Context: an optimization exercise on an open-source flow, tuned for small area. The choices shown serve that exercise and are no tape-out recipe.
The RTL was checked by simulation tests, not by an equivalence proof against the original design.
Power figures rest on the tool's default switching activity, not on a simulated workload. The clock port is modelled as an ideal driver; clocking choices that lean on that would not hold on a real chip.

## the reference run
==> flow/design.v <==
module fb_line_prefetch #(
    parameter int unsigned WIDTH           = 256,
    parameter int unsigned HEIGHT          = 192,
    parameter int unsigned SCREEN_DIV      = 2,
    parameter int unsigned V_ACTIVE        = 384,
    parameter int unsigned DATA_BITS       = 4,
    parameter int unsigned FB_READ_LATENCY = 2,
    parameter int unsigned DIM_BITS        = $clog2(WIDTH)
) (
    input  logic                    clk_pixel,
    input  logic                    rst_n,
    input  logic [11:0]             vga_x,
    input  logic [11:0]             vga_y,
    input  logic                    video_active,
    input  logic                    vga_hsync,
    input  logic                    vga_vsync,
    output logic                    fb_read_en,
    output logic [2*DIM_BITS-1:0]   fb_read_addr,
    input  logic [DATA_BITS-1:0]    fb_read_data,
    output logic [DATA_BITS-1:0]    pix_index,
    output logic                    pix_active,
    output logic                    pix_hsync,
    output logic                    pix_vsync,
    output logic                    fill_busy,
    output logic                    underrun,
    output logic [15:0]             underrun_count
);
    logic                   rd_en_q;
    logic [7:0]             row_q, col_q;
    logic                   v0_q, v1_q;       
    logic                   underrun_q;
    logic [15:0]            ucnt_q;
    logic                   busy_c, trig_c, under_c, wr_c, last_c;
    logic [7:0]             trig_row_c;
    always_comb begin
        trig_c     = 1'b0;
        trig_row_c = '0;
        if (vga_x == 12'd0) begin
            if (vga_y == 12'(V_ACTIVE)) begin
                trig_c = 1'b1;
            end else if (video_active && !vga_y[0] && (vga_y < 12'(2*(HEIGHT-1)))) begin
                trig_c     = 1'b1;
                trig_row_c = vga_y[8:1] + 8'd1;
            end
        end
    end
    assign busy_c  = rd_en_q | v0_q | v1_q;
    assign under_c = trig_c & busy_c;
    assign wr_c    = v1_q & ~under_c;
    assign last_c  = wr_c & ~v0_q;
    always_ff @(posedge clk_pixel or negedge rst_n) begin
        if (!rst_n) begin
            rd_en_q    <= 1'b0;
            row_q      <= '0;
            col_q      <= '0;
            v0_q       <= 1'b0;
            v1_q       <= 1'b0;
            underrun_q <= 1'b0;
            ucnt_q     <= '0;
        end else begin
            if (trig_c) begin
                rd_en_q <= 1'b1;
                row_q   <= trig_row_c;
                col_q   <= '0;
            end else if (rd_en_q) begin
                rd_en_q <= (col_q != 8'd255);
                col_q   <= col_q + 8'd1;
            end
            v0_q <= rd_en_q & ~under_c;
            v1_q <= v0_q & ~under_c;
            if (under_c) begin
                underrun_q <= 1'b1;
                if (ucnt_q != 16'hFFFF) ucnt_q <= ucnt_q + 16'd1;
            end
        end
    end
    logic [255:0][3:0] ring0, ring1;
    logic [7:0]        ph0, ph1;
    logic              wr0_c, wr1_c;
    assign wr0_c = wr_c & ~row_q[0];
    assign wr1_c = wr_c &  row_q[0];
    always_ff @(posedge clk_pixel) begin
        ring0 <= {ring0[254:0], wr0_c ? fb_read_data : ring0[255]};
        ring1 <= {ring1[254:0], wr1_c ? fb_read_data : ring1[255]};
        ph0   <= (last_c & ~row_q[0]) ? 8'd0 : ph0 + 8'd1;
        ph1   <= (last_c &  row_q[0]) ? 8'd0 : ph1 + 8'd1;
    end
    logic       rd_half_c;
    logic [7:0] rd_pos_c;
    logic [3:0] rd_data_q;
    assign rd_half_c = vga_y[1];
    assign rd_pos_c  = (rd_half_c ? ph1 : ph0) + ~vga_x[8:1];
    logic [7:0]             lo_sel_c;
    logic [63:0]            hi_sel_c;
    logic [63:0][3:0]       grp_c;
    logic [3:0]             rd_c;
    always_comb begin
        for (int j = 0; j < 8; j++) lo_sel_c[j] = (rd_pos_c[2:0] == 3'(j));
        for (int g = 0; g < 64; g++) hi_sel_c[g] = ({rd_half_c, rd_pos_c[7:3]} == 6'(g));
    end
    for (genvar g = 0; g < 32; g++) begin : g_grp
        fb_line_prefetch_sel8 u_sel0 (.words(ring0[g*8 +: 8]), .sel(lo_sel_c), .y(grp_c[g]));
        fb_line_prefetch_sel8 u_sel1 (.words(ring1[g*8 +: 8]), .sel(lo_sel_c), .y(grp_c[32 + g]));
    end
    fb_line_prefetch_sel64 u_sel64 (.words(grp_c), .sel(hi_sel_c), .y(rd_c));
    always_ff @(posedge clk_pixel) begin
        rd_data_q <= rd_c;
    end
    logic act1_q, hs1_q, vs1_q;
    logic pix_active_q, pix_hsync_q, pix_vsync_q;
    logic [3:0] pix_index_q;
    always_ff @(posedge clk_pixel or negedge rst_n) begin
        if (!rst_n) begin
            act1_q       <= 1'b0;
            hs1_q        <= 1'b0;
            vs1_q        <= 1'b0;
            pix_active_q <= 1'b0;
            pix_hsync_q  <= 1'b0;
            pix_vsync_q  <= 1'b0;
            pix_index_q  <= '0;
        end else begin
            act1_q       <= video_active;
            hs1_q        <= vga_hsync;
            vs1_q        <= vga_vsync;
            pix_active_q <= act1_q;
            pix_hsync_q  <= hs1_q;
            pix_vsync_q  <= vs1_q;
            pix_index_q  <= act1_q ? rd_data_q : '0;
        end
    end
    assign fb_read_en     = rd_en_q;
    assign fb_read_addr   = {row_q, col_q};
    assign fill_busy      = busy_c;
    assign underrun       = underrun_q;
    assign underrun_count = ucnt_q;
    assign pix_index      = pix_index_q;
    assign pix_active     = pix_active_q;
    assign pix_hsync      = pix_hsync_q;
    assign pix_vsync      = pix_vsync_q;
endmodule
module fb_line_prefetch_sel8 (
    input  logic [7:0][3:0] words,
    input  logic [7:0]      sel,
    output logic [3:0]      y
);
    logic [3:0] n0, n1, n2;
    fb_line_prefetch_nsel3 u_a (.words(words[2:0]), .sel(sel[2:0]), .y_n(n0));
    fb_line_prefetch_nsel3 u_b (.words(words[5:3]), .sel(sel[5:3]), .y_n(n1));
    fb_line_prefetch_nsel2 u_c (.words(words[7:6]), .sel(sel[7:6]), .y_n(n2));
    assign y = ~(n0 & n1 & n2);
endmodule
module fb_line_prefetch_nsel3 (
    input  logic [2:0][3:0] words,
    input  logic [2:0]      sel,
    output logic [3:0]      y_n
);
    assign y_n = ~((words[0] & {4{sel[0]}}) | (words[1] & {4{sel[1]}}) | (words[2] & {4{sel[2]}}));
endmodule
module fb_line_prefetch_nsel2 (
    input  logic [1:0][3:0] words,
    input  logic [1:0]      sel,
    output logic [3:0]      y_n
);
    assign y_n = ~((words[0] & {4{sel[0]}}) | (words[1] & {4{sel[1]}}));
endmodule
module fb_line_prefetch_sel64 (
    input  logic [63:0][3:0] words,
    input  logic [63:0]      sel,
    output logic [3:0]       y
);
    logic [20:0][3:0] n;
    for (genvar i = 0; i < 21; i++) begin : g_n
        fb_line_prefetch_nsel3 u_n (.words(words[i*3 +: 3]), .sel(sel[i*3 +: 3]), .y_n(n[i]));
    end
    always_comb begin
        y = ~(words[63] & {4{sel[63]}});
        for (int i = 0; i < 21; i++) y = y & n[i];
        y = ~y;
    end
endmodule
Settings: LEC_CHECK=0, CAP_MARGIN=20, CORE_MARGIN=2, CORE_UTILIZATION=40, CTS_CLUSTER_DIAMETER=60, CTS_CLUSTER_SIZE=30, SLEW_MARGIN=20, SYNTH_HIERARCHICAL=1, SYNTH_MINIMUM_KEEP_SIZE=0; clock period 10.0 ns.
run.sh (not shown) runs the stock make flow with config.mk's settings and CLKGATE_MAP_FILE= SYNTH_SCRIPT=/design/flow/synth_recipe.tcl, a recipe that flattens the netlist after the stock synthesis.
Setup changes, the reference run to the trial run
- CTS_CLUSTER_SIZE: 30 -> unset
- CTS_CLUSTER_DIAMETER: 60 -> unset
==> flow/flow/run.sh (new file) <==
#!/bin/bash
# Standard ORFS layout with two changes: clock tree sinks are clustered into
# larger groups without dummy loads, and ports are buffered with buf_1.
set -euo pipefail
export CTS_ARGS="-sink_clustering_enable -repair_clock_nets -dont_use_dummy_load -sink_clustering_size 30 -sink_clustering_max_diameter 100"
export BUFFER_PORTS_ARGS="-buffer_cell sky130_fd_sc_hd__buf_1"
bash standard.sh > standard.log 2>&1
==> flow/standard.sh (new file) <==
#!/bin/bash
# synth_recipe.tcl (not shown) runs the flow's synth.tcl, then flattens the netlist and writes it again
# the make line also repeats each setting of config.mk as NAME=value (left out here)
make -C /OpenROAD-flow-scripts/flow DESIGN_CONFIG=/design/flow/config.mk WORK_HOME=/design/flow/orfs CLKGATE_MAP_FILE= SYNTH_SCRIPT=/design/flow/synth_recipe.tcl "${@:-finish}"
removed: flow/run.sh
Findings:
- Fraction of area in multi-input gates: higher on the trial run
- The trial run ends up with a maximum vdd drop that is 3.3% lower than in the reference run.
- On proportion of power drawn by combinational gates: the trial run sits above the reference run.
- The more densely filled core belongs to the reference run, not the trial run.
- When the final numbers for the reference run and the trial run were put side by side, the proportion of power drawn by flip-flops and latches turned out to be smaller in the reference run.
- Diff the reference run -> the trial run: sum of internal, switching and leakage power now sits lower, area overhead of the layout relative to synthesis dropped 4.3 points, share of final-layout standard cells stronger than drive strength 1 went down, routed wire length went down by about 1.2%, top-level port count neither gained nor lost much.
- In the metrics for the reference run and the trial run, the one carrying the lower slew at the pin with the worst max-slew slack is the reference run.

[separate check: timing with driven ports]
How much do the figures lean on ideal ports? The routed layouts below were timed once more, with nothing changed but the port constraints.
Step 1 sets driving cells, clkbuf_16 on the clock port and buf_2 on the other inputs (assumed; they add their load-dependent delay and slew).
Step 2 also shifts input and output timing later by t, the mid clock arrival at the registers, as if the neighbouring blocks saw the same clock.
Slacks: ideal ports / drivers / drivers and shift; pairs: ideal ports / drivers.
run	shift t [ns]	setup slack, ns	latest minus earliest clock arrival (ns)
the reference run	0.799	2.257 / 2.301 / 1.502	0.040 / 0.039
the trial run	0.750	2.573 / 2.620 / 1.870	0.074 / 0.073
After both steps setup and hold are still met in every run listed. For the reference run, which loses most, drivers alone change the setup slack by +0.044 ns; drivers and shift together by -0.755 ns.
